This design comes from an exercise in tuning for small area, a short achievable clock period and few clock cycles per item on the open sky130 flow, not from production work. The RTL was checked by simulation tests, not by an equivalence proof against the original design. Power and IR drop assume default switching activity.

--- design/flow/config.mk ---
export PLATFORM = sky130hd
export DESIGN_NAME = tilt_orientation_qualifier_core
export DESIGN_NICKNAME = tilt_orientation_qualifier_core
export VERILOG_FILES = /design/flow/design.v
export SDC_FILE = /design/flow/constraint.sdc
export NUM_CORES = 4
export LEC_CHECK = 0
export CAP_MARGIN = 20
export CORE_MARGIN = 2
export CORE_UTILIZATION = 40
export CTS_CLUSTER_DIAMETER = 80
export CTS_CLUSTER_SIZE = 20
export SLEW_MARGIN = 20
export SYNTH_HIERARCHICAL = 1
--- design/flow/constraint.sdc ---
create_clock -name core_clock -period 10.5 [get_ports {clk}]
set_input_delay 2.1000 -clock core_clock [delete_from_list [all_inputs] [get_ports {clk}]]
set_output_delay 2.1000 -clock core_clock [all_outputs]
set_load 0.01 [all_outputs]
--- design/flow/design.v ---
package tlt_pkg;
    localparam int SAMPLE_WIDTH = 16;
    localparam int TIME_W       = 32;
    localparam int PROD_W       = SAMPLE_WIDTH + 10;
    localparam int IN_TDATA_W   = ((TIME_W + 2 * SAMPLE_WIDTH + 7) / 8) * 8;
    localparam int IN_PAD_W     = IN_TDATA_W - TIME_W - 2 * SAMPLE_WIDTH;
    localparam int OUT_TDATA_W  = 8;
    localparam int MT_W         = 27;
    localparam int MT_NG        = (MT_W - 1 + 3) / 4;
    localparam logic [1:0] REG_TILT_THRESHOLD = 2'd0;
    localparam logic [1:0] REG_AXIS_MARGIN    = 2'd1;
    localparam logic [1:0] REG_POLL_INTERVAL  = 2'd2;
    localparam logic [1:0] REG_STABLE_TIME    = 2'd3;
    localparam logic [14:0] TILT_THRESHOLD_RST = 15'd4096;
    localparam logic [9:0]  AXIS_MARGIN_RST    = 10'd320;
    localparam logic [15:0] POLL_INTERVAL_RST  = 16'd100;
    localparam logic [15:0] STABLE_TIME_RST    = 16'd300;
    typedef struct packed {
        logic [14:0] tilt_level;
        logic [9:0]  axis_margin_q8;
        logic [15:0] poll_interval_ms;
        logic [15:0] hold_ms;
    } tlt_cfg_t;
    typedef struct packed {
        logic       ambiguous;
        logic [1:0] quadrant;
    } tlt_class_t;
    typedef struct packed {
        logic [1:0] quadrant;
        logic       changed;
    } tlt_result_t;
endpackage
import tlt_pkg::*;
module tlt_carry #(parameter int W = 16)
(
    input  logic [W-1:0] a,
    input  logic [W-1:0] b,
    input  logic         ci,
    output logic         co
);
    logic [W:0] g;
    logic [W:0] p;
    always_comb
    begin
        g = {a & b, ci};
        p = {a | b, 1'b0};
        for (int d = 1; d <= W; d = d * 2)
            for (int i = W; i >= d; i--)
            begin
                g[i] = g[i] | (p[i] & g[i-d]);
                p[i] = p[i] & p[i-d];
            end
        co = g[W];
    end
endmodule
module tlt_inc #(parameter int W = 16)
(
    input  logic [W-1:0] a,
    input  logic         ci,
    output logic [W:0]   y
);
    logic [W:0] c;
    always_comb
    begin
        c = {a, ci};
        for (int d = 1; d <= W; d = d * 2)
            for (int i = W; i >= d; i--)
                c[i] = c[i] & c[i-d];
        for (int i = 0; i < W; i++)
            y[i] = a[i] ^ (i == 0 ? ci : c[i == 0 ? 0 : i]);
        y[W] = c[W];
    end
endmodule
module tlt_margin_tree
(
    input  logic [14:0]       pu,
    input  logic              ps,
    input  logic [14:0]       nqu,       
    input  logic              nqs,       
    input  logic [9:0]        m,
    output logic [MT_NG-1:0]  grp_g,
    output logic [MT_NG-1:0]  grp_p,
    output logic              top_x
);
    localparam int W = MT_W;
    logic [W-1:0] h0, h1;
    logic [4*MT_NG-1:0] bg;
    logic [4*MT_NG-1:0] bp;
    logic t1, t2, t3, t4, t5, t6, t7, t8, t9, t10, t11, t12, t13, t14, t15, t16, t17, t18, t19, t20, t21, t22, t23, t24, t25, t26, t27, t28, t29, t30, t31, t32, t33, t34, t35, t36, t37, t38, t39, t40, t41, t42, t43, t44, t45, t46, t47, t48, t49, t50, t51, t52, t53, t54, t55, t56, t57, t58, t59, t60, t61, t62, t63, t64, t65, t66, t67, t68, t69, t70, t71, t72, t73, t74, t75, t76, t77, t78, t79, t80, t81, t82, t83, t84, t85, t86, t87, t88, t89, t90, t91, t92, t93, t94, t95, t96, t97, t98, t99, t100, t101, t102, t103, t104, t105, t106, t107, t108, t109, t110, t111, t112, t113, t114, t115, t116, t117, t118, t119, t120, t121, t122, t123, t124, t125, t126, t127, t128, t129, t130, t131, t132, t133, t134, t135, t136, t137, t138, t139, t140, t141, t142, t143, t144, t145, t146, t147, t148, t149, t150, t151, t152, t153, t154, t155, t156, t157, t158, t159, t160, t161, t162, t163, t164, t165, t166, t167, t168, t169, t170, t171, t172, t173, t174, t175, t176, t177, t178, t179, t180, t181, t182, t183, t184, t185, t186, t187, t188, t189, t190, t191, t192, t193, t194, t195, t196, t197, t198, t199, t200, t201, t202, t203, t204, t205, t206, t207, t208, t209, t210, t211, t212, t213, t214, t215, t216, t217, t218, t219, t220, t221, t222, t223, t224, t225, t226, t227, t228, t229, t230, t231, t232, t233, t234, t235, t236, t237, t238, t239, t240, t241, t242, t243, t244, t245, t246, t247, t248, t249, t250, t251, t252, t253, t254, t255, t256, t257, t258, t259, t260, t261, t262, t263, t264, t265, t266, t267, t268, t269, t270, t271, t272, t273, t274, t275, t276, t277, t278, t279, t280, t281, t282, t283, t284, t285, t286, t287, t288, t289, t290, t291, t292, t293, t294, t295, t296, t297, t298, t299, t300, t301, t302, t303, t304, t305, t306, t307, t308, t309, t310, t311, t312, t313, t314, t315, t316, t317, t318, t319, t320, t321, t322, t323, t324, t325, t326, t327, t328, t329, t330, t331, t332, t333, t334, t335, t336, t337, t338, t339, t340, t341, t342, t343, t344, t345, t346, t347, t348, t349, t350, t351, t352, t353, t354, t355, t356, t357, t358, t359, t360, t361, t362, t363, t364, t365, t366, t367, t368, t369, t370, t371, t372, t373, t374, t375, t376, t377, t378, t379, t380, t381, t382, t383, t384, t385, t386, t387, t388, t389, t390, t391, t392, t393, t394, t395, t396, t397, t398, t399, t400, t401, t402, t403, t404, t405, t406, t407, t408, t409, t410, t411, t412, t413, t414, t415, t416, t417, t418, t419, t420, t421, t422, t423, t424, t425, t426, t427, t428, t429, t430, t431, t432, t433, t434, t435, t436, t437, t438, t439, t440, t441, t442, t443, t444, t445, t446, t447, t448, t449, t450, t451, t452, t453, t454, t455, t456, t457, t458, t459, t460;
    assign t1 = (m[0] & pu[0]);
    assign t2 = (ps & m[0]);
    assign t3 = (m[0] & pu[1]);
    assign t4 = (m[1] & pu[0]);
    assign t5 = (ps & m[1]);
    assign t6 = (m[0] & pu[2]);
    assign t7 = (m[1] & pu[1]);
    assign t8 = (m[2] & pu[0]);
    assign t9 = (ps & m[2]);
    assign t10 = (m[0] & pu[3]);
    assign t11 = (m[1] & pu[2]);
    assign t12 = (m[2] & pu[1]);
    assign t13 = (m[3] & pu[0]);
    assign t14 = (ps & m[3]);
    assign t15 = (m[0] & pu[4]);
    assign t16 = (m[1] & pu[3]);
    assign t17 = (m[2] & pu[2]);
    assign t18 = (m[3] & pu[1]);
    assign t19 = (m[4] & pu[0]);
    assign t20 = (ps & m[4]);
    assign t21 = (m[0] & pu[5]);
    assign t22 = (m[1] & pu[4]);
    assign t23 = (m[2] & pu[3]);
    assign t24 = (m[3] & pu[2]);
    assign t25 = (m[4] & pu[1]);
    assign t26 = (m[5] & pu[0]);
    assign t27 = (ps & m[5]);
    assign t28 = (m[0] & pu[6]);
    assign t29 = (m[1] & pu[5]);
    assign t30 = (m[2] & pu[4]);
    assign t31 = (m[3] & pu[3]);
    assign t32 = (m[4] & pu[2]);
    assign t33 = (m[5] & pu[1]);
    assign t34 = (m[6] & pu[0]);
    assign t35 = (ps & m[6]);
    assign t36 = (m[0] & pu[7]);
    assign t37 = (m[1] & pu[6]);
    assign t38 = (m[2] & pu[5]);
    assign t39 = (m[3] & pu[4]);
    assign t40 = (m[4] & pu[3]);
    assign t41 = (m[5] & pu[2]);
    assign t42 = (m[6] & pu[1]);
    assign t43 = (m[7] & pu[0]);
    assign t44 = (ps & m[7]);
    assign t45 = (m[0] & pu[8]);
    assign t46 = (m[1] & pu[7]);
    assign t47 = (m[2] & pu[6]);
    assign t48 = (m[3] & pu[5]);
    assign t49 = (m[4] & pu[4]);
    assign t50 = (m[5] & pu[3]);
    assign t51 = (m[6] & pu[2]);
    assign t52 = (m[7] & pu[1]);
    assign t53 = (m[8] & pu[0]);
    assign t54 = (ps & m[8]);
    assign t55 = nqu[0];
    assign t56 = nqs;
    assign t57 = (m[0] & pu[9]);
    assign t58 = (m[1] & pu[8]);
    assign t59 = (m[2] & pu[7]);
    assign t60 = (m[3] & pu[6]);
    assign t61 = (m[4] & pu[5]);
    assign t62 = (m[5] & pu[4]);
    assign t63 = (m[6] & pu[3]);
    assign t64 = (m[7] & pu[2]);
    assign t65 = (m[8] & pu[1]);
    assign t66 = (m[9] & pu[0]);
    assign t67 = (ps & m[9]);
    assign t68 = nqu[1];
    assign t69 = (m[0] & pu[10]);
    assign t70 = (m[1] & pu[9]);
    assign t71 = (m[2] & pu[8]);
    assign t72 = (m[3] & pu[7]);
    assign t73 = (m[4] & pu[6]);
    assign t74 = (m[5] & pu[5]);
    assign t75 = (m[6] & pu[4]);
    assign t76 = (m[7] & pu[3]);
    assign t77 = (m[8] & pu[2]);
    assign t78 = (m[9] & pu[1]);
    assign t79 = nqu[2];
    assign t80 = (m[0] & pu[11]);
    assign t81 = (m[1] & pu[10]);
    assign t82 = (m[2] & pu[9]);
    assign t83 = (m[3] & pu[8]);
    assign t84 = (m[4] & pu[7]);
    assign t85 = (m[5] & pu[6]);
    assign t86 = (m[6] & pu[5]);
    assign t87 = (m[7] & pu[4]);
    assign t88 = (m[8] & pu[3]);
    assign t89 = (m[9] & pu[2]);
    assign t90 = nqu[3];
    assign t91 = (m[0] & pu[12]);
    assign t92 = (m[1] & pu[11]);
    assign t93 = (m[2] & pu[10]);
    assign t94 = (m[3] & pu[9]);
    assign t95 = (m[4] & pu[8]);
    assign t96 = (m[5] & pu[7]);
    assign t97 = (m[6] & pu[6]);
    assign t98 = (m[7] & pu[5]);
    assign t99 = (m[8] & pu[4]);
    assign t100 = (m[9] & pu[3]);
    assign t101 = nqu[4];
    assign t102 = (m[0] & pu[13]);
    assign t103 = (m[1] & pu[12]);
    assign t104 = (m[2] & pu[11]);
    assign t105 = (m[3] & pu[10]);
    assign t106 = (m[4] & pu[9]);
    assign t107 = (m[5] & pu[8]);
    assign t108 = (m[6] & pu[7]);
    assign t109 = (m[7] & pu[6]);
    assign t110 = (m[8] & pu[5]);
    assign t111 = (m[9] & pu[4]);
    assign t112 = nqu[5];
    assign t113 = (m[0] & pu[14]);
    assign t114 = (m[1] & pu[13]);
    assign t115 = (m[2] & pu[12]);
    assign t116 = (m[3] & pu[11]);
    assign t117 = (m[4] & pu[10]);
    assign t118 = (m[5] & pu[9]);
    assign t119 = (m[6] & pu[8]);
    assign t120 = (m[7] & pu[7]);
    assign t121 = (m[8] & pu[6]);
    assign t122 = (m[9] & pu[5]);
    assign t123 = nqu[6];
    assign t124 = (m[1] & pu[14]);
    assign t125 = (m[2] & pu[13]);
    assign t126 = (m[3] & pu[12]);
    assign t127 = (m[4] & pu[11]);
    assign t128 = (m[5] & pu[10]);
    assign t129 = (m[6] & pu[9]);
    assign t130 = (m[7] & pu[8]);
    assign t131 = (m[8] & pu[7]);
    assign t132 = (m[9] & pu[6]);
    assign t133 = nqu[7];
    assign t134 = (m[2] & pu[14]);
    assign t135 = (m[3] & pu[13]);
    assign t136 = (m[4] & pu[12]);
    assign t137 = (m[5] & pu[11]);
    assign t138 = (m[6] & pu[10]);
    assign t139 = (m[7] & pu[9]);
    assign t140 = (m[8] & pu[8]);
    assign t141 = (m[9] & pu[7]);
    assign t142 = nqu[8];
    assign t143 = (m[3] & pu[14]);
    assign t144 = (m[4] & pu[13]);
    assign t145 = (m[5] & pu[12]);
    assign t146 = (m[6] & pu[11]);
    assign t147 = (m[7] & pu[10]);
    assign t148 = (m[8] & pu[9]);
    assign t149 = (m[9] & pu[8]);
    assign t150 = nqu[9];
    assign t151 = (m[4] & pu[14]);
    assign t152 = (m[5] & pu[13]);
    assign t153 = (m[6] & pu[12]);
    assign t154 = (m[7] & pu[11]);
    assign t155 = (m[8] & pu[10]);
    assign t156 = (m[9] & pu[9]);
    assign t157 = nqu[10];
    assign t158 = (m[5] & pu[14]);
    assign t159 = (m[6] & pu[13]);
    assign t160 = (m[7] & pu[12]);
    assign t161 = (m[8] & pu[11]);
    assign t162 = (m[9] & pu[10]);
    assign t163 = nqu[11];
    assign t164 = (m[6] & pu[14]);
    assign t165 = (m[7] & pu[13]);
    assign t166 = (m[8] & pu[12]);
    assign t167 = (m[9] & pu[11]);
    assign t168 = nqu[12];
    assign t169 = (m[7] & pu[14]);
    assign t170 = (m[8] & pu[13]);
    assign t171 = (m[9] & pu[12]);
    assign t172 = nqu[13];
    assign t173 = (m[8] & pu[14]);
    assign t174 = (m[9] & pu[13]);
    assign t175 = nqu[14];
    assign t176 = (m[9] & pu[14]);
    assign t177 = t45 ^ t46 ^ t47;
    assign t178 = (t45 & t46) | (t45 & t47) | (t46 & t47);
    assign t179 = t48 ^ t49;
    assign t180 = t48 & t49;
    assign t181 = t57 ^ t58 ^ t59;
    assign t182 = (t57 & t58) | (t57 & t59) | (t58 & t59);
    assign t183 = t60 ^ t61 ^ t62;
    assign t184 = (t60 & t61) | (t60 & t62) | (t61 & t62);
    assign t185 = t63 ^ t64;
    assign t186 = t63 & t64;
    assign t187 = t69 ^ t70 ^ t71;
    assign t188 = (t69 & t70) | (t69 & t71) | (t70 & t71);
    assign t189 = t72 ^ t73 ^ t74;
    assign t190 = (t72 & t73) | (t72 & t74) | (t73 & t74);
    assign t191 = t75 ^ t76;
    assign t192 = t75 & t76;
    assign t193 = t80 ^ t81 ^ t82;
    assign t194 = (t80 & t81) | (t80 & t82) | (t81 & t82);
    assign t195 = t83 ^ t84 ^ t85;
    assign t196 = (t83 & t84) | (t83 & t85) | (t84 & t85);
    assign t197 = t86 ^ t87;
    assign t198 = t86 & t87;
    assign t199 = t91 ^ t92 ^ t93;
    assign t200 = (t91 & t92) | (t91 & t93) | (t92 & t93);
    assign t201 = t94 ^ t95 ^ t96;
    assign t202 = (t94 & t95) | (t94 & t96) | (t95 & t96);
    assign t203 = t97 ^ t98;
    assign t204 = t97 & t98;
    assign t205 = t102 ^ t103 ^ t104;
    assign t206 = (t102 & t103) | (t102 & t104) | (t103 & t104);
    assign t207 = t105 ^ t106 ^ t107;
    assign t208 = (t105 & t106) | (t105 & t107) | (t106 & t107);
    assign t209 = t108 ^ t109;
    assign t210 = t108 & t109;
    assign t211 = t113 ^ t114 ^ t115;
    assign t212 = (t113 & t114) | (t113 & t115) | (t114 & t115);
    assign t213 = t116 ^ t117 ^ t118;
    assign t214 = (t116 & t117) | (t116 & t118) | (t117 & t118);
    assign t215 = t119 ^ t120;
    assign t216 = t119 & t120;
    assign t217 = t124 ^ t125 ^ t126;
    assign t218 = (t124 & t125) | (t124 & t126) | (t125 & t126);
    assign t219 = t127 ^ t128 ^ t129;
    assign t220 = (t127 & t128) | (t127 & t129) | (t128 & t129);
    assign t221 = t134 ^ t135 ^ t136;
    assign t222 = (t134 & t135) | (t134 & t136) | (t135 & t136);
    assign t223 = t21 ^ t22;
    assign t224 = t21 & t22;
    assign t225 = t28 ^ t29 ^ t30;
    assign t226 = (t28 & t29) | (t28 & t30) | (t29 & t30);
    assign t227 = t31 ^ t32;
    assign t228 = t31 & t32;
    assign t229 = t36 ^ t37 ^ t38;
    assign t230 = (t36 & t37) | (t36 & t38) | (t37 & t38);
    assign t231 = t39 ^ t40 ^ t41;
    assign t232 = (t39 & t40) | (t39 & t41) | (t40 & t41);
    assign t233 = t42 ^ t43;
    assign t234 = t42 & t43;
    assign t235 = t177 ^ t179 ^ t50;
    assign t236 = (t177 & t179) | (t177 & t50) | (t179 & t50);
    assign t237 = t51 ^ t52 ^ t53;
    assign t238 = (t51 & t52) | (t51 & t53) | (t52 & t53);
    assign t239 = t54 ^ t55 ^ t56;
    assign t240 = (t54 & t55) | (t54 & t56) | (t55 & t56);
    assign t241 = t181 ^ t183 ^ t185;
    assign t242 = (t181 & t183) | (t181 & t185) | (t183 & t185);
    assign t243 = t65 ^ t66 ^ t67;
    assign t244 = (t65 & t66) | (t65 & t67) | (t66 & t67);
    assign t245 = t68 ^ t178 ^ t180;
    assign t246 = (t68 & t178) | (t68 & t180) | (t178 & t180);
    assign t247 = t187 ^ t189 ^ t191;
    assign t248 = (t187 & t189) | (t187 & t191) | (t189 & t191);
    assign t249 = t77 ^ t78 ^ t79;
    assign t250 = (t77 & t78) | (t77 & t79) | (t78 & t79);
    assign t251 = t182 ^ t184 ^ t186;
    assign t252 = (t182 & t184) | (t182 & t186) | (t184 & t186);
    assign t253 = t193 ^ t195 ^ t197;
    assign t254 = (t193 & t195) | (t193 & t197) | (t195 & t197);
    assign t255 = t88 ^ t89 ^ t90;
    assign t256 = (t88 & t89) | (t88 & t90) | (t89 & t90);
    assign t257 = t188 ^ t190 ^ t192;
    assign t258 = (t188 & t190) | (t188 & t192) | (t190 & t192);
    assign t259 = t199 ^ t201 ^ t203;
    assign t260 = (t199 & t201) | (t199 & t203) | (t201 & t203);
    assign t261 = t99 ^ t100 ^ t101;
    assign t262 = (t99 & t100) | (t99 & t101) | (t100 & t101);
    assign t263 = t194 ^ t196 ^ t198;
    assign t264 = (t194 & t196) | (t194 & t198) | (t196 & t198);
    assign t265 = t205 ^ t207 ^ t209;
    assign t266 = (t205 & t207) | (t205 & t209) | (t207 & t209);
    assign t267 = t110 ^ t111 ^ t112;
    assign t268 = (t110 & t111) | (t110 & t112) | (t111 & t112);
    assign t269 = t200 ^ t202 ^ t204;
    assign t270 = (t200 & t202) | (t200 & t204) | (t202 & t204);
    assign t271 = t211 ^ t213 ^ t215;
    assign t272 = (t211 & t213) | (t211 & t215) | (t213 & t215);
    assign t273 = t121 ^ t122 ^ t123;
    assign t274 = (t121 & t122) | (t121 & t123) | (t122 & t123);
    assign t275 = t206 ^ t208 ^ t210;
    assign t276 = (t206 & t208) | (t206 & t210) | (t208 & t210);
    assign t277 = t217 ^ t219 ^ t130;
    assign t278 = (t217 & t219) | (t217 & t130) | (t219 & t130);
    assign t279 = t131 ^ t132 ^ t133;
    assign t280 = (t131 & t132) | (t131 & t133) | (t132 & t133);
    assign t281 = t212 ^ t214 ^ t216;
    assign t282 = (t212 & t214) | (t212 & t216) | (t214 & t216);
    assign t283 = t221 ^ t137 ^ t138;
    assign t284 = (t221 & t137) | (t221 & t138) | (t137 & t138);
    assign t285 = t139 ^ t140 ^ t141;
    assign t286 = (t139 & t140) | (t139 & t141) | (t140 & t141);
    assign t287 = t142 ^ t218 ^ t220;
    assign t288 = (t142 & t218) | (t142 & t220) | (t218 & t220);
    assign t289 = t143 ^ t144 ^ t145;
    assign t290 = (t143 & t144) | (t143 & t145) | (t144 & t145);
    assign t291 = t146 ^ t147 ^ t148;
    assign t292 = (t146 & t147) | (t146 & t148) | (t147 & t148);
    assign t293 = t149 ^ t150 ^ t222;
    assign t294 = (t149 & t150) | (t149 & t222) | (t150 & t222);
    assign t295 = t151 ^ t152 ^ t153;
    assign t296 = (t151 & t152) | (t151 & t153) | (t152 & t153);
    assign t297 = t154 ^ t155 ^ t156;
    assign t298 = (t154 & t155) | (t154 & t156) | (t155 & t156);
    assign t299 = t158 ^ t159 ^ t160;
    assign t300 = (t158 & t159) | (t158 & t160) | (t159 & t160);
    assign t301 = t10 ^ t11;
    assign t302 = t10 & t11;
    assign t303 = t15 ^ t16 ^ t17;
    assign t304 = (t15 & t16) | (t15 & t17) | (t16 & t17);
    assign t305 = t18 ^ t19;
    assign t306 = t18 & t19;
    assign t307 = t223 ^ t23 ^ t24;
    assign t308 = (t223 & t23) | (t223 & t24) | (t23 & t24);
    assign t309 = t25 ^ t26 ^ t27;
    assign t310 = (t25 & t26) | (t25 & t27) | (t26 & t27);
    assign t311 = t225 ^ t227 ^ t33;
    assign t312 = (t225 & t227) | (t225 & t33) | (t227 & t33);
    assign t313 = t34 ^ t35 ^ t224;
    assign t314 = (t34 & t35) | (t34 & t224) | (t35 & t224);
    assign t315 = t229 ^ t231 ^ t233;
    assign t316 = (t229 & t231) | (t229 & t233) | (t231 & t233);
    assign t317 = t44 ^ t226 ^ t228;
    assign t318 = (t44 & t226) | (t44 & t228) | (t226 & t228);
    assign t319 = t235 ^ t237 ^ t239;
    assign t320 = (t235 & t237) | (t235 & t239) | (t237 & t239);
    assign t321 = t230 ^ t232 ^ t234;
    assign t322 = (t230 & t232) | (t230 & t234) | (t232 & t234);
    assign t323 = t241 ^ t243 ^ t245;
    assign t324 = (t241 & t243) | (t241 & t245) | (t243 & t245);
    assign t325 = t236 ^ t238 ^ t240;
    assign t326 = (t236 & t238) | (t236 & t240) | (t238 & t240);
    assign t327 = t247 ^ t249 ^ t251;
    assign t328 = (t247 & t249) | (t247 & t251) | (t249 & t251);
    assign t329 = t242 ^ t244 ^ t246;
    assign t330 = (t242 & t244) | (t242 & t246) | (t244 & t246);
    assign t331 = t253 ^ t255 ^ t257;
    assign t332 = (t253 & t255) | (t253 & t257) | (t255 & t257);
    assign t333 = t248 ^ t250 ^ t252;
    assign t334 = (t248 & t250) | (t248 & t252) | (t250 & t252);
    assign t335 = t259 ^ t261 ^ t263;
    assign t336 = (t259 & t261) | (t259 & t263) | (t261 & t263);
    assign t337 = t254 ^ t256 ^ t258;
    assign t338 = (t254 & t256) | (t254 & t258) | (t256 & t258);
    assign t339 = t265 ^ t267 ^ t269;
    assign t340 = (t265 & t267) | (t265 & t269) | (t267 & t269);
    assign t341 = t260 ^ t262 ^ t264;
    assign t342 = (t260 & t262) | (t260 & t264) | (t262 & t264);
    assign t343 = t271 ^ t273 ^ t275;
    assign t344 = (t271 & t273) | (t271 & t275) | (t273 & t275);
    assign t345 = t266 ^ t268 ^ t270;
    assign t346 = (t266 & t268) | (t266 & t270) | (t268 & t270);
    assign t347 = t277 ^ t279 ^ t281;
    assign t348 = (t277 & t279) | (t277 & t281) | (t279 & t281);
    assign t349 = t272 ^ t274 ^ t276;
    assign t350 = (t272 & t274) | (t272 & t276) | (t274 & t276);
    assign t351 = t283 ^ t285 ^ t287;
    assign t352 = (t283 & t285) | (t283 & t287) | (t285 & t287);
    assign t353 = t278 ^ t280 ^ t282;
    assign t354 = (t278 & t280) | (t278 & t282) | (t280 & t282);
    assign t355 = t289 ^ t291 ^ t293;
    assign t356 = (t289 & t291) | (t289 & t293) | (t291 & t293);
    assign t357 = t284 ^ t286 ^ t288;
    assign t358 = (t284 & t286) | (t284 & t288) | (t286 & t288);
    assign t359 = t295 ^ t297 ^ t157;
    assign t360 = (t295 & t297) | (t295 & t157) | (t297 & t157);
    assign t361 = t290 ^ t292 ^ t294;
    assign t362 = (t290 & t292) | (t290 & t294) | (t292 & t294);
    assign t363 = t299 ^ t161 ^ t162;
    assign t364 = (t299 & t161) | (t299 & t162) | (t161 & t162);
    assign t365 = t163 ^ t296 ^ t298;
    assign t366 = (t163 & t296) | (t163 & t298) | (t296 & t298);
    assign t367 = t164 ^ t165 ^ t166;
    assign t368 = (t164 & t165) | (t164 & t166) | (t165 & t166);
    assign t369 = t167 ^ t168 ^ t300;
    assign t370 = (t167 & t168) | (t167 & t300) | (t168 & t300);
    assign t371 = t169 ^ t170 ^ t171;
    assign t372 = (t169 & t170) | (t169 & t171) | (t170 & t171);
    assign t373 = t6 ^ t7;
    assign t374 = t6 & t7;
    assign t375 = t301 ^ t12 ^ t13;
    assign t376 = (t301 & t12) | (t301 & t13) | (t12 & t13);
    assign t377 = t303 ^ t305 ^ t20;
    assign t378 = (t303 & t305) | (t303 & t20) | (t305 & t20);
    assign t379 = t307 ^ t309 ^ t304;
    assign t380 = (t307 & t309) | (t307 & t304) | (t309 & t304);
    assign t381 = t311 ^ t313 ^ t308;
    assign t382 = (t311 & t313) | (t311 & t308) | (t313 & t308);
    assign t383 = t315 ^ t317 ^ t312;
    assign t384 = (t315 & t317) | (t315 & t312) | (t317 & t312);
    assign t385 = t319 ^ t321 ^ t316;
    assign t386 = (t319 & t321) | (t319 & t316) | (t321 & t316);
    assign t387 = t323 ^ t325 ^ t320;
    assign t388 = (t323 & t325) | (t323 & t320) | (t325 & t320);
    assign t389 = t327 ^ t329 ^ t324;
    assign t390 = (t327 & t329) | (t327 & t324) | (t329 & t324);
    assign t391 = t331 ^ t333 ^ t328;
    assign t392 = (t331 & t333) | (t331 & t328) | (t333 & t328);
    assign t393 = t335 ^ t337 ^ t332;
    assign t394 = (t335 & t337) | (t335 & t332) | (t337 & t332);
    assign t395 = t339 ^ t341 ^ t336;
    assign t396 = (t339 & t341) | (t339 & t336) | (t341 & t336);
    assign t397 = t343 ^ t345 ^ t340;
    assign t398 = (t343 & t345) | (t343 & t340) | (t345 & t340);
    assign t399 = t347 ^ t349 ^ t344;
    assign t400 = (t347 & t349) | (t347 & t344) | (t349 & t344);
    assign t401 = t351 ^ t353 ^ t348;
    assign t402 = (t351 & t353) | (t351 & t348) | (t353 & t348);
    assign t403 = t355 ^ t357 ^ t352;
    assign t404 = (t355 & t357) | (t355 & t352) | (t357 & t352);
    assign t405 = t359 ^ t361 ^ t356;
    assign t406 = (t359 & t361) | (t359 & t356) | (t361 & t356);
    assign t407 = t363 ^ t365 ^ t360;
    assign t408 = (t363 & t365) | (t363 & t360) | (t365 & t360);
    assign t409 = t367 ^ t369 ^ t364;
    assign t410 = (t367 & t369) | (t367 & t364) | (t369 & t364);
    assign t411 = t371 ^ t172 ^ t368;
    assign t412 = (t371 & t172) | (t371 & t368) | (t172 & t368);
    assign t413 = t173 ^ t174 ^ t175;
    assign t414 = (t173 & t174) | (t173 & t175) | (t174 & t175);
    assign t415 = t3 ^ t4;
    assign t416 = t3 & t4;
    assign t417 = t373 ^ t8 ^ t9;
    assign t418 = (t373 & t8) | (t373 & t9) | (t8 & t9);
    assign t419 = t375 ^ t14 ^ t374;
    assign t420 = (t375 & t14) | (t375 & t374) | (t14 & t374);
    assign t421 = t377 ^ t302 ^ t376;
    assign t422 = (t377 & t302) | (t377 & t376) | (t302 & t376);
    assign t423 = t379 ^ t306 ^ t378;
    assign t424 = (t379 & t306) | (t379 & t378) | (t306 & t378);
    assign t425 = t381 ^ t310 ^ t380;
    assign t426 = (t381 & t310) | (t381 & t380) | (t310 & t380);
    assign t427 = t383 ^ t314 ^ t382;
    assign t428 = (t383 & t314) | (t383 & t382) | (t314 & t382);
    assign t429 = t385 ^ t318 ^ t384;
    assign t430 = (t385 & t318) | (t385 & t384) | (t318 & t384);
    assign t431 = t387 ^ t322 ^ t386;
    assign t432 = (t387 & t322) | (t387 & t386) | (t322 & t386);
    assign t433 = t389 ^ t326 ^ t388;
    assign t434 = (t389 & t326) | (t389 & t388) | (t326 & t388);
    assign t435 = t391 ^ t330 ^ t390;
    assign t436 = (t391 & t330) | (t391 & t390) | (t330 & t390);
    assign t437 = t393 ^ t334 ^ t392;
    assign t438 = (t393 & t334) | (t393 & t392) | (t334 & t392);
    assign t439 = t395 ^ t338 ^ t394;
    assign t440 = (t395 & t338) | (t395 & t394) | (t338 & t394);
    assign t441 = t397 ^ t342 ^ t396;
    assign t442 = (t397 & t342) | (t397 & t396) | (t342 & t396);
    assign t443 = t399 ^ t346 ^ t398;
    assign t444 = (t399 & t346) | (t399 & t398) | (t346 & t398);
    assign t445 = t401 ^ t350 ^ t400;
    assign t446 = (t401 & t350) | (t401 & t400) | (t350 & t400);
    assign t447 = t403 ^ t354 ^ t402;
    assign t448 = (t403 & t354) | (t403 & t402) | (t354 & t402);
    assign t449 = t405 ^ t358 ^ t404;
    assign t450 = (t405 & t358) | (t405 & t404) | (t358 & t404);
    assign t451 = t407 ^ t362 ^ t406;
    assign t452 = (t407 & t362) | (t407 & t406) | (t362 & t406);
    assign t453 = t409 ^ t366 ^ t408;
    assign t454 = (t409 & t366) | (t409 & t408) | (t366 & t408);
    assign t455 = t411 ^ t370 ^ t410;
    assign t456 = (t411 & t370) | (t411 & t410) | (t370 & t410);
    assign t457 = t413 ^ t372 ^ t412;
    assign t458 = (t413 & t372) | (t413 & t412) | (t372 & t412);
    assign t459 = t176 ^ 1'b1 ^ t414;
    assign t460 = (t176 & 1'b1) | (t176 & t414) | (1'b1 & t414);
    assign h0[0] = t1;
    assign h1[0] = t2;
    assign h0[1] = t415;
    assign h1[1] = t5;
    assign h0[2] = t417;
    assign h1[2] = t416;
    assign h0[3] = t419;
    assign h1[3] = t418;
    assign h0[4] = t421;
    assign h1[4] = t420;
    assign h0[5] = t423;
    assign h1[5] = t422;
    assign h0[6] = t425;
    assign h1[6] = t424;
    assign h0[7] = t427;
    assign h1[7] = t426;
    assign h0[8] = t429;
    assign h1[8] = t428;
    assign h0[9] = t431;
    assign h1[9] = t430;
    assign h0[10] = t433;
    assign h1[10] = t432;
    assign h0[11] = t435;
    assign h1[11] = t434;
    assign h0[12] = t437;
    assign h1[12] = t436;
    assign h0[13] = t439;
    assign h1[13] = t438;
    assign h0[14] = t441;
    assign h1[14] = t440;
    assign h0[15] = t443;
    assign h1[15] = t442;
    assign h0[16] = t445;
    assign h1[16] = t444;
    assign h0[17] = t447;
    assign h1[17] = t446;
    assign h0[18] = t449;
    assign h1[18] = t448;
    assign h0[19] = t451;
    assign h1[19] = t450;
    assign h0[20] = t453;
    assign h1[20] = t452;
    assign h0[21] = t455;
    assign h1[21] = t454;
    assign h0[22] = t457;
    assign h1[22] = t456;
    assign h0[23] = t459;
    assign h1[23] = t458;
    assign h0[24] = 1'b1;
    assign h1[24] = t460;
    assign h0[25] = 1'b1;
    assign h1[25] = 1'b0;
    assign h0[26] = 1'b1;
    assign h1[26] = 1'b0;
    assign bg = {h0[W-2:0] & h1[W-2:0], {(4*MT_NG-W+1){1'b0}}};
    assign bp = {h0[W-2:0] | h1[W-2:0], {(4*MT_NG-W+1){1'b0}}};
    for (genvar j = 0; j < MT_NG; j++)
    begin : g_grp
        assign grp_g[j] = bg[4*j+3] | (bp[4*j+3] & bg[4*j+2])
                        | (bp[4*j+3] & bp[4*j+2] & bg[4*j+1])
                        | (bp[4*j+3] & bp[4*j+2] & bp[4*j+1] & bg[4*j]);
        assign grp_p[j] = &bp[4*j +: 4];
    end
    assign top_x = h0[W-1] ^ h1[W-1];
endmodule
module tlt_margin_sign
(
    input  logic [MT_NG-1:0] grp_g,
    input  logic [MT_NG-1:0] grp_p,
    input  logic             top_x,
    output logic             flag
);
    logic c_top;
    tlt_carry #(MT_NG) u_top (.a(grp_g), .b(grp_g | grp_p), .ci(1'b0), .co(c_top));
    assign flag = top_x ^ c_top;
endmodule
module tlt_classify_prep
(
    input  logic signed [SAMPLE_WIDTH-1:0] accel_x,
    input  logic signed [SAMPLE_WIDTH-1:0] accel_y,
    input  logic                           big_m,      
    output logic [SAMPLE_WIDTH-2:0]        pu,
    output logic                           ps,
    output logic [SAMPLE_WIDTH-2:0]        nqu,        
    output logic                           nqs,
    output logic                           sx,
    output logic                           sy,
    output logic                           y_big,      
    output logic                           both_zero
);
    logic [SAMPLE_WIDTH-2:0] ux;
    logic [SAMPLE_WIDTH-2:0] uy;
    logic [SAMPLE_WIDTH-2:0] fu;
    logic                    fs;
    logic [SAMPLE_WIDTH-2:0] su;
    logic                    ss;
    assign sx = accel_x[SAMPLE_WIDTH-1];
    assign sy = accel_y[SAMPLE_WIDTH-1];
    assign ux = accel_x[SAMPLE_WIDTH-2:0] ^ {(SAMPLE_WIDTH-1){sx}};
    assign uy = accel_y[SAMPLE_WIDTH-2:0] ^ {(SAMPLE_WIDTH-1){sy}};
    logic c_ge;
    logic c_add;
    tlt_carry #(SAMPLE_WIDTH-1) u_ge  (.a(accel_y[SAMPLE_WIDTH-2:0]), .b(~accel_x[SAMPLE_WIDTH-2:0]),
                                       .ci(1'b1), .co(c_ge));
    tlt_carry #(SAMPLE_WIDTH-1) u_add (.a(accel_y[SAMPLE_WIDTH-2:0]), .b(accel_x[SAMPLE_WIDTH-2:0]),
                                       .ci(1'b0), .co(c_add));
    assign y_big = (sx ^ sy) ? (c_add ^ sy) : (c_ge ^ sx);
    assign both_zero = (accel_x == '0) && (accel_y == '0);
    assign fu = big_m ? ux : uy;
    assign fs = big_m ? sx : sy;
    assign su = big_m ? uy : ux;
    assign ss = big_m ? sy : sx;
    assign pu = y_big ? fu : su;
    assign ps = y_big ? fs : ss;
    assign nqu = ~(y_big ? su : fu);
    assign nqs = ~(y_big ? ss : fs);
endmodule
module tlt_classify
(
    input  logic [SAMPLE_WIDTH-2:0] pu,
    input  logic                    ps,
    input  logic [SAMPLE_WIDTH-2:0] nqu,
    input  logic                    nqs,
    input  logic                    sx,
    input  logic                    sy,
    input  logic                    y_big,
    input  logic                    both_zero,
    input  tlt_pkg::tlt_cfg_t       cfg,
    output logic [MT_NG-1:0]        grp_g,
    output logic [MT_NG-1:0]        grp_p,
    output logic                    top_x,
    output tlt_pkg::tlt_class_t     cls0,      
    output tlt_pkg::tlt_class_t     cls1       
);
    logic                    big_m;
    logic [SAMPLE_WIDTH-2:0] lu;
    logic                    ls;
    logic [SAMPLE_WIDTH-1:0] lv;
    logic                    not_below;
    logic [1:0]              quad_x;
    logic [1:0]              quad_y;
    assign big_m = |cfg.axis_margin_q8[9:8];
    tlt_margin_tree u_mt (
        .pu    (pu),
        .ps    (ps),
        .nqu   (nqu),
        .nqs   (nqs),
        .m     (cfg.axis_margin_q8),
        .grp_g (grp_g),
        .grp_p (grp_p),
        .top_x (top_x)
    );
    assign lu = big_m ? ~nqu : pu;
    assign ls = big_m ? !nqs : ps;
    tlt_inc #(SAMPLE_WIDTH-1) u_inc (.a(lu), .ci(ls), .y(lv));
    tlt_carry #(SAMPLE_WIDTH) u_thr (.a(lv), .b(~{1'b0, cfg.tilt_level}), .ci(1'b1), .co(not_below));
    assign quad_y = sy ? 2'd1 : 2'd3;
    assign quad_x = sx ? 2'd2 : 2'd0;
    always_comb
    begin
        cls0.ambiguous = !not_below || big_m || both_zero;
        cls0.quadrant  = y_big ? quad_y : quad_x;
        cls1.ambiguous = !not_below || (!big_m && both_zero);
        cls1.quadrant  = (y_big || !big_m) ? quad_y : quad_x;
    end
endmodule
import tlt_pkg::*;
module tlt_since
(
    input  logic [31:0] now,
    input  logic [31:0] since,
    input  logic [15:0] lim,
    output logic        ok
);
    logic [31:0] ns;
    logic [15:0] nl;
    logic [15:0] s;
    logic [15:0] k;
    logic        b;
    logic        kk;
    logic        ok_lo;
    logic [15:0] x;
    logic [15:0] o;
    logic [15:0] z;
    logic        hi_zero;
    assign ns = ~since;
    assign nl = ~lim;
    tlt_carry #(16) u_b (.a(now[15:0]), .b(ns[15:0]), .ci(1'b1), .co(b));
    assign s = now[15:0] ^ ns[15:0] ^ nl;
    assign k = (now[15:0] & ns[15:0]) | (now[15:0] & nl) | (ns[15:0] & nl);
    tlt_carry #(15) u_kk (.a(s[15:1]), .b(k[14:0]), .ci(1'b1), .co(kk));
    assign ok_lo = b ? (k[15] & kk) : (k[15] | kk);
    assign x = now[31:16] ^ ns[31:16];
    assign o = now[31:16] | ns[31:16];
    always_comb
    begin
        z[0] = x[0] == b;
        for (int i = 1; i < 16; i++)
            z[i] = x[i] == o[i-1];
    end
    assign hi_zero = &z;
    assign ok = !hi_zero || ok_lo;
endmodule
module tlt_qualify
(
    input  logic              clk,
    input  logic              rst_n,
    input  logic              fire,         
    input  logic [TIME_W-1:0] now_ms,       
    input  logic              fire_q,       
    input  logic              sample_ok,    
    input  tlt_pkg::tlt_class_t        cls,          
    input  tlt_pkg::tlt_cfg_t          cfg,
    output tlt_pkg::tlt_result_t       res           
);
    logic [1:0]        committed_reg;
    logic [1:0]        committed_next;
    logic [1:0]        pending_reg;
    logic [1:0]        pending_next;
    logic [TIME_W-1:0] start_reg;
    logic [TIME_W-1:0] last_reg;
    logic              take_reg;
    logic              poll_ok;
    logic              hold_ok;
    logic              take;
    logic              set_start;
    logic              changed;
    tlt_since u_poll (.now(now_ms), .since(last_reg), .lim(cfg.poll_interval_ms), .ok(poll_ok));
    assign take = fire && poll_ok;
    always_ff @(posedge clk or negedge rst_n)
    begin
        if (!rst_n)
            last_reg <= '0;
        else if (take)
            last_reg <= now_ms;
    end
    always_ff @(posedge clk)
    begin
        take_reg <= take;
    end
    tlt_since u_hold (.now(last_reg), .since(start_reg), .lim(cfg.hold_ms), .ok(hold_ok));
    always_comb
    begin
        committed_next = committed_reg;
        pending_next   = pending_reg;
        set_start      = 1'b0;
        changed        = 1'b0;
        if (fire_q && take_reg && sample_ok)
        begin
            if (cls.ambiguous || (cls.quadrant == committed_reg))
            begin
                pending_next = committed_reg;
            end
            else if (cls.quadrant != pending_reg)
            begin
                pending_next = cls.quadrant;
                set_start    = 1'b1;
            end
            else if (hold_ok)
            begin
                committed_next = cls.quadrant;
                changed        = 1'b1;
            end
        end
    end
    assign res.quadrant = committed_next;
    assign res.changed  = changed;
    always_ff @(posedge clk or negedge rst_n)
    begin
        if (!rst_n)
        begin
            committed_reg <= 2'd0;
            pending_reg   <= 2'd0;
        end
        else
        begin
            committed_reg <= committed_next;
            pending_reg   <= pending_next;
        end
    end
    always_ff @(posedge clk or negedge rst_n)
    begin
        if (!rst_n)
            start_reg <= '0;
        else if (set_start)
            start_reg <= last_reg;
    end
endmodule
import tlt_pkg::*;
module tilt_orientation_qualifier_core
(
    input  logic                   clk,
    input  logic                   rst_n,
    input  logic                   s_tvalid,
    output logic                   s_tready,
    input  logic [IN_TDATA_W-1:0]  s_tdata,    
    input  logic                   s_tuser,    
    output logic                   m_tvalid,
    input  logic                   m_tready,
    output logic [OUT_TDATA_W-1:0] m_tdata,    
    output logic                   m_tuser,    
    input  logic                   psel,
    input  logic                   penable,
    input  logic                   pwrite,
    input  logic [3:0]             paddr,
    input  logic [31:0]            pwdata,
    output logic [31:0]            prdata,
    output logic                   pready
);
    localparam int QD = 4;    
    tlt_pkg::tlt_cfg_t cfg_reg;
    logic [1:0]        rd_sel_reg;
    logic                    v0_reg;
    logic [TIME_W-1:0]       now0_reg;
    logic                    ok0_reg;
    logic [SAMPLE_WIDTH-2:0] pu0_reg;
    logic                    ps0_reg;
    logic [SAMPLE_WIDTH-2:0] nqu0_reg;
    logic                    nqs0_reg;
    logic                    sx0_reg;
    logic                    sy0_reg;
    logic                    ybig0_reg;
    logic                    zero0_reg;
    logic                    v1_reg;
    logic                    ok1_reg;
    logic [MT_NG-1:0]        grp_g1_reg;
    logic [MT_NG-1:0]        grp_p1_reg;
    logic                    top_x1_reg;
    tlt_pkg::tlt_class_t     cls0_1_reg;
    tlt_pkg::tlt_class_t     cls1_1_reg;
    logic [QD-1:0]           qv_reg;
    logic [3*QD-1:0]         qd_reg;    
    logic [QD:0]             qv_up;
    logic [3*QD+2:0]         qd_up;
    logic [QD-1:0]           qv_sh;
    logic [3*QD-1:0]         qd_sh;
    logic [QD-1:0]           q_put;
    logic [2:0]              cnt_reg;
    logic                    rdy_reg;
    logic                    accept;
    logic                    pop;
    logic                    cfg_wr;
    logic [SAMPLE_WIDTH-2:0] pu;
    logic                    ps;
    logic [SAMPLE_WIDTH-2:0] nqu;
    logic                    nqs;
    logic                    sx;
    logic                    sy;
    logic                    y_big;
    logic                    both_zero;
    logic [MT_NG-1:0]        grp_g;
    logic [MT_NG-1:0]        grp_p;
    logic                    top_x;
    tlt_pkg::tlt_class_t     cls0;
    tlt_pkg::tlt_class_t     cls1;
    logic                    flag;
    tlt_pkg::tlt_class_t     cls;
    tlt_pkg::tlt_result_t    res;
    logic [2:0]              cnt_next;
    assign pready = 1'b1;
    assign cfg_wr = psel && penable && pwrite;
    always_ff @(posedge clk or negedge rst_n)
    begin
        if (!rst_n)
        begin
            cfg_reg.tilt_level       <= TILT_THRESHOLD_RST;
            cfg_reg.axis_margin_q8   <= AXIS_MARGIN_RST;
            cfg_reg.poll_interval_ms <= POLL_INTERVAL_RST;
            cfg_reg.hold_ms          <= STABLE_TIME_RST;
        end
        else if (cfg_wr)
        begin
            case (paddr[3:2])
                REG_TILT_THRESHOLD: cfg_reg.tilt_level       <= pwdata[14:0];
                REG_AXIS_MARGIN:    cfg_reg.axis_margin_q8   <= pwdata[9:0];
                REG_POLL_INTERVAL:  cfg_reg.poll_interval_ms <= pwdata[15:0];
                default:            cfg_reg.hold_ms          <= pwdata[15:0];
            endcase
        end
    end
    always_ff @(posedge clk)
    begin
        rd_sel_reg <= paddr[3:2];
    end
    always_comb
    begin
        case (rd_sel_reg)
            REG_TILT_THRESHOLD: prdata = 32'(cfg_reg.tilt_level);
            REG_AXIS_MARGIN:    prdata = 32'(cfg_reg.axis_margin_q8);
            REG_POLL_INTERVAL:  prdata = 32'(cfg_reg.poll_interval_ms);
            default:            prdata = 32'(cfg_reg.hold_ms);
        endcase
    end
    assign s_tready = rdy_reg;
    assign accept   = s_tvalid && rdy_reg;
    tlt_classify_prep u_prep (
        .accel_x (s_tdata[TIME_W +: SAMPLE_WIDTH]),
        .accel_y (s_tdata[TIME_W + SAMPLE_WIDTH +: SAMPLE_WIDTH]),
        .big_m     (|cfg_reg.axis_margin_q8[9:8]),
        .pu        (pu),
        .ps        (ps),
        .nqu       (nqu),
        .nqs       (nqs),
        .sx        (sx),
        .sy        (sy),
        .y_big     (y_big),
        .both_zero (both_zero)
    );
    always_ff @(posedge clk or negedge rst_n)
    begin
        if (!rst_n)
        begin
            v0_reg <= 1'b0;
            v1_reg <= 1'b0;
        end
        else
        begin
            v0_reg <= accept;
            v1_reg <= v0_reg;
        end
    end
    always_ff @(posedge clk)
    begin
        now0_reg <= s_tdata[TIME_W-1:0];
        ok0_reg  <= s_tuser;
        pu0_reg   <= pu;
        ps0_reg   <= ps;
        nqu0_reg  <= nqu;
        nqs0_reg  <= nqs;
        sx0_reg   <= sx;
        sy0_reg   <= sy;
        ybig0_reg <= y_big;
        zero0_reg <= both_zero;
    end
    tlt_classify u_classify (
        .pu        (pu0_reg),
        .ps        (ps0_reg),
        .nqu       (nqu0_reg),
        .nqs       (nqs0_reg),
        .sx        (sx0_reg),
        .sy        (sy0_reg),
        .y_big     (ybig0_reg),
        .both_zero (zero0_reg),
        .cfg       (cfg_reg),
        .grp_g     (grp_g),
        .grp_p     (grp_p),
        .top_x     (top_x),
        .cls0      (cls0),
        .cls1      (cls1)
    );
    always_ff @(posedge clk)
    begin
        ok1_reg  <= ok0_reg;
        grp_g1_reg <= grp_g;
        grp_p1_reg <= grp_p;
        top_x1_reg <= top_x;
        cls0_1_reg <= cls0;
        cls1_1_reg <= cls1;
    end
    tlt_margin_sign u_sign (
        .grp_g (grp_g1_reg),
        .grp_p (grp_p1_reg),
        .top_x (top_x1_reg),
        .flag  (flag)
    );
    assign cls = flag ? cls1_1_reg : cls0_1_reg;
    tlt_qualify u_qualify (
        .clk       (clk),
        .rst_n     (rst_n),
        .fire      (v0_reg),
        .now_ms    (now0_reg),
        .fire_q    (v1_reg),
        .sample_ok (ok1_reg),
        .cls       (cls),
        .cfg       (cfg_reg),
        .res       (res)
    );
    assign pop = qv_reg[0] && m_tready;
    always_comb
    begin
        qv_up  = {1'b0, qv_reg};
        qd_up  = {3'b000, qd_reg};
        qv_sh  = pop ? qv_up[QD:1] : qv_reg;
        qd_sh  = pop ? qd_up[3*QD+2:3] : qd_reg;
        for (int i = 0; i < QD; i++)
            q_put[i] = v1_reg && !qv_sh[i] && (i == 0 || qv_sh[i == 0 ? 0 : i - 1]);
    end
    always_ff @(posedge clk or negedge rst_n)
    begin
        if (!rst_n)
            qv_reg <= '0;
        else
            qv_reg <= qv_sh | q_put;
    end
    always_ff @(posedge clk)
    begin
        for (int i = 0; i < QD; i++)
            qd_reg[3*i +: 3] <= q_put[i] ? {res.changed, res.quadrant} : qd_sh[3*i +: 3];
    end
    assign cnt_next = cnt_reg + 3'(accept) - 3'(pop);
    always_ff @(posedge clk or negedge rst_n)
    begin
        if (!rst_n)
        begin
            cnt_reg <= '0;
            rdy_reg <= 1'b0;
        end
        else
        begin
            cnt_reg <= cnt_next;
            rdy_reg <= (cnt_next < 3'(QD));
        end
    end
    assign m_tvalid = qv_reg[0];
    assign m_tdata  = {(OUT_TDATA_W - 2)'(0), qd_reg[1:0]};
    assign m_tuser  = qd_reg[2];
endmodule
--- design/flow/flow/run.sh ---
#!/bin/bash
# Standard layout, with plain buf_1 port buffers and timing repair aimed 6.4 ns
# below the clock period.
set -euo pipefail
bash standard.sh SETUP_SLACK_MARGIN=6.4 'BUFFER_PORTS_ARGS=-buffer_cell sky130_fd_sc_hd__buf_1' finish > standard_flow.log 2>&1
--- design/flow/standard.sh ---
#!/bin/bash
# synth_recipe.tcl (not shown) runs the flow's synth.tcl, then flattens the netlist and writes it again
# the make line also repeats each setting of config.mk as NAME=value (left out here)
make -C /OpenROAD-flow-scripts/flow DESIGN_CONFIG=/design/flow/config.mk WORK_HOME=/design/flow/orfs CLKGATE_MAP_FILE= SYNTH_SCRIPT=/design/flow/synth_recipe.tcl "${@:-finish}"
==> results of run 1 <==
==> worst max path at each step <==
stage	endpoint	slack (ns)	cells past startpoint
after floorplan	pu0_reg[10]$_DFF_P_	6.42	10
after global placement	pu0_reg[2]$_DFF_P_	5.36	11
after detailed placement	pu0_reg[0]$_DFF_P_	5.27	11
final	grp_g1_reg[3]$_DFF_P_	6.42	13
after global routing	grp_g1_reg[3]$_DFF_P_	6.27	11
after CTS	nqu0_reg[4]$_DFF_P_	6.41	10
==> Yosys stat by module (local to each module, per instance), excerpt <==
module	cells inside	cell area [sq um]	flip-flops and latches	times used
tlt_margin_tree	500	4520	0	1
tlt_classify	64	378	0	1
tlt_margin_sign	9	56.3	0	1
tlt_classify_prep	109	893	0	1
tlt_qualify	158	2770	69	1
tlt_since	107	876	0	2
tilt_orientation_qualifier_core	351	5620	172	1
==> cells in the mapped netlist, drive strengths merged (7+ instances only) <==
| library cell | number | area share, % |
|---|---|---|
| conb | 10 | 0.21 |
| buf | 56 | 2.4 |
| dfrtp | 125 | 17 |
| nor3 | 35 | 1.0 |
| a22oi | 22 | 1.1 |
| ha | 49 | 3.4 |
| or2 | 15 | 0.52 |
| o22ai | 36 | 1.3 |
| o22a | 10 | 0.49 |
| a31oi | 29 | 1.0 |
| inv | 274 | 5.7 |
| nor2 | 59 | 1.2 |
| clkbuf | 15 | 0.31 |
| a211oi | 7 | 0.29 |
| nand2 | 71 | 1.5 |
| o21ai | 37 | 1.1 |
| nand3 | 12 | 0.39 |
| mux4 | 10 | 1.3 |
| o211ai | 11 | 0.46 |
| a21oi | 65 | 2.2 |
| xnor2 | 33 | 1.7 |
| nand4 | 9 | 0.43 |
| mux2i | 21 | 1.2 |
| a22o | 14 | 0.68 |
| edfxtp | 12 | 2.0 |
| maj3 | 7 | 0.42 |
| nor4 | 13 | 0.66 |
| fa | 158 | 18 |
| and2 | 127 | 4.4 |
| xor2 | 51 | 2.5 |
| mux2 | 160 | 11 |
| dfstp | 10 | 1.5 |
| dfxtp | 94 | 10 |
==> through the flow <==
| stage | instances | total power [mW] | hold WS [ns] | util [%] | cell area [sq um] |
|---|---|---|---|---|---|
| 2_1_floorplan | 1727 | 4.90 | 0.310 | - | 18000 |
| 3_3_place_gp | 2365 | 5.88 | 0.312 | 42.4 | 18700 |
| 3_5_place_dp | 2365 | 6.00 | 0.314 | 42.4 | 18700 |
| 4_1_cts | 2414 | 6.85 | 0.334 | 44.2 | 19500 |
| 5_1_grt | 2419 | 7.79 | 0.343 | 44.5 | 19700 |
| 6_report | 2420 | 7.00 | 0.331 | 44.5 | 19700 |
==> power by group through the flow <==
stage / clock network (mW) / logic, mW / registers [mW]
after CTS: 0.697 / 4.54 / 1.61
after global placement: 0 / 4.25 / 1.63
after detailed placement: 0 / 4.36 / 1.64
after global routing: 0.729 / 5.39 / 1.67
final: 0.672 / 4.71 / 1.62
after floorplan: 0 / 3.44 / 1.46
==> what timing repair did <==
item / 4_1_cts / 5_1_grt
endpoints found under the setup margin: 53 / 74
resized for setup: 38 / 28
pin swaps: 6 / 6
cloned: 1 / 0
setup buffers: 19 / 4
==> logic make-up after synthesis <==
| logic type | Yosys count | synth area share (%) |
|---|---|---|
| buffers and inverters | 345 | 8.46 |
| XOR/XNOR | 84 | 4.15 |
| AO/OA/AOI/OAI | 259 | 10.1 |
| multiplexers | 191 | 13.2 |
| other | 10 | 0.209 |
| adder cells (fa/ha/maj) | 214 | 21.5 |
| flip-flops | 241 | 31.4 |
| AND/OR/NAND/NOR | 358 | 11.0 |
==> per-layer routing <==
layer,track usage (%),routed length (um),vias to the layer above,part of all wire (%)
li1,-,-,5825,-
met1,24.8,19100,6276,45
met2,30.5,20100,248,48
met3,3.07,2020,56,4.8
met4,5.13,994,4,2.3
met5,0,30,-,0.071
==> worst max-delay path: cells and delay by family (launching register included) <==
family,cells,cell delay [ns]
buffers and inverters,3,0.17
AO/OA/AOI/OAI,3,0.35
AND/OR/NAND/NOR,2,0.37
adder cells (fa/ha/maj),5,2.47
flip-flops,1,0.57
==> cell type report <==
type	count	area [sq um]
clock inverter	6	76.3
clock buffer	23	448
inverter	274	1030
tap	592	741
fill	4191	24600
sequential	241	5680
timing repair buffer	140	691
multi-input combinational	1142	11000
antenna	2	5.00
==> flow_summary.yaml, run 1 <==
status:
  status: "timing/DRC/antenna clean"
clock_network:
  cts_root_buf: "clkbuf_16"
  cts_hold_buffers: 0
  cts_buffers: 17
  cts_max_path_buffers: 3
  clkTransAtPathRegs_ns: 0.08
  cts_tree: "yes"
  htree_levels: 1
  clock-sinks: 241
  clk_latency_ns: 0.51
critical_path:
  cp-start-kind: "register"
  crit_arrival_ns: 4.43
  end_kind: "register"
  path_max_fanout: 10
  cpMostUsedCell: "fa_1"
  slowest_delay_ns: 0.57
  critPathRequiredTime_ns: 10.86
  reg2reg_to: "grp_g1_reg[3]$_DFF_P_"
  reg2reg_depth: 13
  cp-startpoint: "cfg_reg[36]$_DFFE_PN0P_"
  timing.rr.start: "cfg_reg[36]$_DFFE_PN0P_"
  path_class: "register to register"
  path_cells: "and2_1 > fa_1 > fa_1 > inv_1 > fa_1 > inv_1 > fa_1 > inv_1 > fa_1 > a22oi_1 > o21ai_1 > nand2b_4 > o311ai_4"
  cpMaxStageDelayCell: "dfrtp_4"
  reg2reg_slack_ns: 6.42
place:
  place_congestion: 0.845
  dp_hpwl_um: 31800
  numPortBuffers: 110
  dp_slack_ns: 5.27
die:
  fp.dieW_um: 216
  ios: 152
  dieArea_sq_um: 46500
  die_h_um: 216
  rows: 77
  core_sq_um: 44200
  start_util_pct: 40.5
detailed_routing:
  viasPerCell: 5.13
  ant_nets: 0
  wire_per_inst_um: 17.5
  drc: 0
  first_pass_iters: 6
  drtIter0Drc: 772
  vias: 12400
  drt_wl_total_um: 42300
logic_synthesis:
  ys_warn_count: 14
  ys_seq_area_share_pct: 31.4
  synth_area_sq_um: 17900
  synth_cells: 1702
  syn_area_per_cell_sq_um: 10.5
  synth_ff_type: "dfrtp_1"
  ys_async_sr_fraction_pct: 56.0
  ys_types: 73
  synth_edf_count: 12
  ys_ff_latch: 241
hold_path:
  hold_depth: 0
  hold_end: "ok1_reg$_DFF_P_"
  hp-class: "register to register"
  min_from: "ok0_reg$_DFF_P_"
power_and_ir_drop:
  peakVddDrop_v: 0.000238
  p_sw_share_pct: 45.8
  internal-power_mw: 3.79
  p_per_area_nw_per_um2: 356
  pwr-share-seq_pct: 23.1
  pwr-share-comb_pct: 67.3
  p_switching_mw: 3.21
  p_clk_share_pct: 9.6
  leakagePower_nw: 8.78
sta:
  slew_headroom_pct: 38.2
  tightest_slew_ns: 0.927
  fin_crit_ns: 4.08
  finalCritPeriodShare_pct: 38.8
  hold_violations: 0
  finClkSkew_ns: 0.0174
  setup_viol: 0
  post-route-worst-setup-slack_ns: 6.42
  fmax_mhz: 245
  fin_setup_tns_ns: 0
  rsz0062_at_grt: "true"
  maxSlewViolCount: 0
global_route:
  overflow: 0
  first_global_vias: 12800
  grt_max_degree: 60
  grtUsageTotal_pct: 18.4
  antenna_found_initial: 4
  grt_first_pass_wirelength_um: 68600
flow_run:
  max_cap_violations: 0
finish:
  layout_commonest_cell: "inv_1"
  final_cell_mix: "inv_1 (273), fa_1 (156), mux2_2 (128)"
  drive_above_1_share_pct: 18.3
  final_net_count: 2131
  area_delta_synth_final_pct: 9.70
  largest_reg_flops: 57
Testbench counts, summed over its fixed seeds: cycles 16,024, items 16,000.
==> run 2: changes to the inputs <==
--- a/design/flow/config.mk
+++ b/design/flow/config.mk
@@ -8,7 +8,8 @@
 export CAP_MARGIN = 20
 export CORE_MARGIN = 2
-export CORE_UTILIZATION = 40
+export CORE_UTILIZATION = 65
 export CTS_CLUSTER_DIAMETER = 80
 export CTS_CLUSTER_SIZE = 20
 export SLEW_MARGIN = 20
 export SYNTH_HIERARCHICAL = 1
+export TNS_END_PERCENT = 0
==> flow_summary.yaml, run 2 <==
status:
  status: "timing/DRC/antenna clean"
critical_path:
  reg2reg_depth: 12
  end_kind: "register"
  crit_cells: 11
  timing.rr.start: "cfg_reg[35]$_DFFE_PN0P_"
  crit_buf_inv: 2
  crit_arrival_ns: 4.51
  cp-startpoint: "s_tdata[56]"
  cpMaxStageDelayCell: "mux2_2"
  reg2reg_slack_ns: 6.39
  slowest_delay_ns: 0.34
  path_max_fanout: 16
  reg2reg_to: "grp_g1_reg[5]$_DFF_P_"
  endpoint: "pu0_reg[8]$_DFF_P_"
  critPathRequiredTime_ns: 10.90
  cp-start-kind: "input pin"
  path_class: "input pin to register"
  path_cells: "buf_1 > a22oi_2 > o21ai_0 > a21oi_2 > o22ai_1 > a211o_1 > mux2_4 > mux2i_4 > xnor2_4 > buf_12 > mux2_2"
  crit_family: "multiplexers"
logic_synthesis:
  ys_ff_latch: 241
  synth_compound_area_share_pct: 10.1
  synth.area.top_cells: "fa_1 (18%), dfrtp_1 (17%), dfxtp_1 (10%)"
  synth_fa_ha_area_share_pct: 21.5
  ys_types: 73
  synth_area_sq_um: 17900
  ys_warn_count: 14
  synth_cells: 1702
  synth_ff_type: "dfrtp_1"
  synthMuxAreaShare_pct: 13.2
  yosysMostFrequentCell: "inv_1"
  synth_top_cell_by_area: "fa_1"
  synth_common_cells: "inv_1 (274), fa_1 (158), mux2_2 (128)"
  synth_xor_area_share_pct: 4.15
  syn_area_per_cell_sq_um: 10.5
  synth-simple-area-share_pct: 11.0
  synth_edf_count: 12
  synth_top_area_share_pct: 17.6
  ys_async_sr_fraction_pct: 56.0
  synth_top_family_by_area: "adder cells"
  ys_seq_area_share_pct: 31.4
global_route:
  grtUsageTotal_pct: 28.8
  overflow: 0
  grt_max_degree: 79
  antenna_found_initial: 4
  grt_first_pass_wirelength_um: 65300
  first_global_vias: 12300
finish:
  drive_above_1_share_pct: 17.8
  final_area_sq_um: 19300
  finalCoreUtilization_pct: 71.4
  final_net_count: 2132
  final_cell_mix: "inv_1 (273), fa_1 (152), mux2_2 (128)"
  area_delta_synth_final_pct: 7.71
  layout_commonest_cell: "inv_1"
  largest_reg_flops: 57
clock_network:
  cts_root_buf: "clkbuf_16"
  htree_levels: 1
  cts_max_path_buffers: 3
  clkTransAtPathRegs_ns: 0.08
  cts_buffers: 17
  cts_tree: "yes"
  clk_latency_ns: 0.52
  clock-sinks: 241
sta:
  fin_crit_ns: 4.11
  slew_headroom_pct: 29.5
  setup_viol: 0
  rsz0062_at_grt: "true"
  hold_violations: 0
  maxSlewViolCount: 0
  fmax_mhz: 243
  finClkSkew_ns: 0.0237
  fin_setup_tns_ns: 0
  tightest_slew_ns: 1.06
  finalCritPeriodShare_pct: 39.2
detailed_routing:
  ant_nets: 0
  top_layer: "met5"
  viasPerCell: 5.72
  dr_wl_met3_um: 2440
  drt_wl_total_um: 40600
  dr_wl_met2_um: 18300
  drtIter0Drc: 743
  drc: 0
  wire_per_inst_um: 18.7
  vias: 12400
  first_pass_iters: 5
  drt-met1-wl_um: 19100
die:
  rows: 60
  fp.dieW_um: 170
  die_h_um: 170
  start_util_pct: 66.3
  ios: 152
  core_sq_um: 27000
  dieArea_sq_um: 28900
power_and_ir_drop:
  p_per_area_nw_per_um2: 353
  peakVddDrop_v: 0.000316
  leakagePower_nw: 8.74
hold_path:
  hp-class: "register to register"
place:
  numPortBuffers: 110
  place_congestion: 0.865
  dp_hpwl_um: 30100
  placed_area_sq_um: 18400
flow_run:
  max_cap_violations: 0
==> run 2: worst min-delay path by stage <==
stage / end / depth (start not counted) / startpoint / slack, ns
after CTS: ok1_reg$_DFF_P_ / 0 / ok0_reg$_DFF_P_ / 0.34
after global placement: ok1_reg$_DFF_P_ / 0 / ok0_reg$_DFF_P_ / 0.31
final: ok1_reg$_DFF_P_ / 0 / ok0_reg$_DFF_P_ / 0.33
after global routing: ok1_reg$_DFF_P_ / 0 / ok0_reg$_DFF_P_ / 0.35
after detailed placement: ok1_reg$_DFF_P_ / 0 / ok0_reg$_DFF_P_ / 0.32
after floorplan: ok1_reg$_DFF_P_ / 0 / ok0_reg$_DFF_P_ / 0.31
==> run 2: where the power goes <==
group / internal (mW) / switching [mW]
Combinational: 2.13 / 2.39
Sequential: 1.25 / 0.372
Clock: 0.315 / 0.348
Total: 3.70 / 3.11
==> run 2: area by class of cell <==
type | instances | area [sq um]
antenna | 2 | 5.00
clock buffer | 26 | 459
clock inverter | 4 | 52.6
fill | 2068 | 7720
inverter | 274 | 1030
multi-input combinational | 1142 | 11000
sequential | 241 | 5680
tap | 341 | 427
timing repair buffer | 141 | 704
==> run 2: repair_timing <==
action,4_1_cts,5_1_grt
pin swaps,1,11
endpoints found under the setup margin,52,78
resized for setup,11,44
hold endpoints to repair,0,0
gates cloned,1,0
hold buffers,0,0
buffers inserted,1,25
==> run 2: modules after synthesis, one instance, submodules excluded, a selection <==
module,flip-flops and latches,area [sq um],cells inside,times used
tlt_since,0,876,107,2
tlt_qualify,69,2770,158,1
tlt_margin_sign,0,56.3,9,1
tilt_orientation_qualifier_core,172,5620,351,1
tlt_classify_prep,0,893,109,1
tlt_classify,0,378,64,1
tlt_margin_tree,0,4520,500,1
==> run 2: worst reg2reg max path, delay by kind of cell, from the launching register on <==
| kind | cells | cell delay (ns) |
|---|---|---|
| buffers and inverters | 2 | 0.22 |
| AOI/OAI and AO/OA | 2 | 0.35 |
| DFF | 1 | 0.56 |
| adders and majority gates | 6 | 2.62 |
| and+or+nand+nor | 2 | 0.32 |
==> run 2: kinds of logic after synthesis <==
group / Yosys count
AOI/OAI and AO/OA: 259
xor gates and xnor gates: 84
adders and majority gates: 214
buffers and inverters: 345
DFF: 241
muxes: 191
other: 10
and+or+nand+nor: 358
==> run 2: layer usage <==
metal	up-vias	global-route usage (%)
met4	4	5.54
met3	54	4.65
li1	5814	-
met5	-	0
met2	338	44.7
met1	6215	43.1
==> run 2: per-stage QoR <==
step | total power [mW] | hold WS, ns | worst slack, ns | cells
final | 6.81 | 0.334 | 6.39 | 2171
after global routing | 7.54 | 0.350 | 6.29 | 2169
after CTS | 6.65 | 0.338 | 6.30 | 2144
after detailed placement | 5.95 | 0.317 | 5.40 | 2112
after global placement | 5.78 | 0.311 | 5.47 | 2112
after floorplan | 4.90 | 0.310 | 6.42 | 1727

-- static timing again, ports no longer ideal --
No port has a modelled driver above. Below, the same layouts with a new extraction and two added sets of constraints. Step 1: set_driving_cell puts a clkbuf_16 on clk and a buf_2 on each other input, an assumption about the parent block. Step 2 adds t to the input delays and takes it off the output delays; t is the mean of the earliest and latest rising clock arrival at the registers after step 1. Input paths then give back, and output paths get back, about the clock's delay inside the block. Slacks: ideal / step 1 / step 2; pairs: ideal / step 1.
| run | t, ns | setup WS [ns] | worst setup path after step 2 | latest minus earliest clock arrival (ns) |
|---|---|---|---|---|
| run 1 | 0.556 | 6.424 / 6.420 / 5.931 | input to register | 0.018 / 0.018 |
| run 2 | 0.557 | 6.386 / 6.386 / 5.859 | input to register | 0.024 / 0.024 |
After both steps setup and hold are still met in every run listed. For run 2, which loses most, drivers alone change the setup slack by 0.000 ns; drivers and shift together by -0.527 ns.
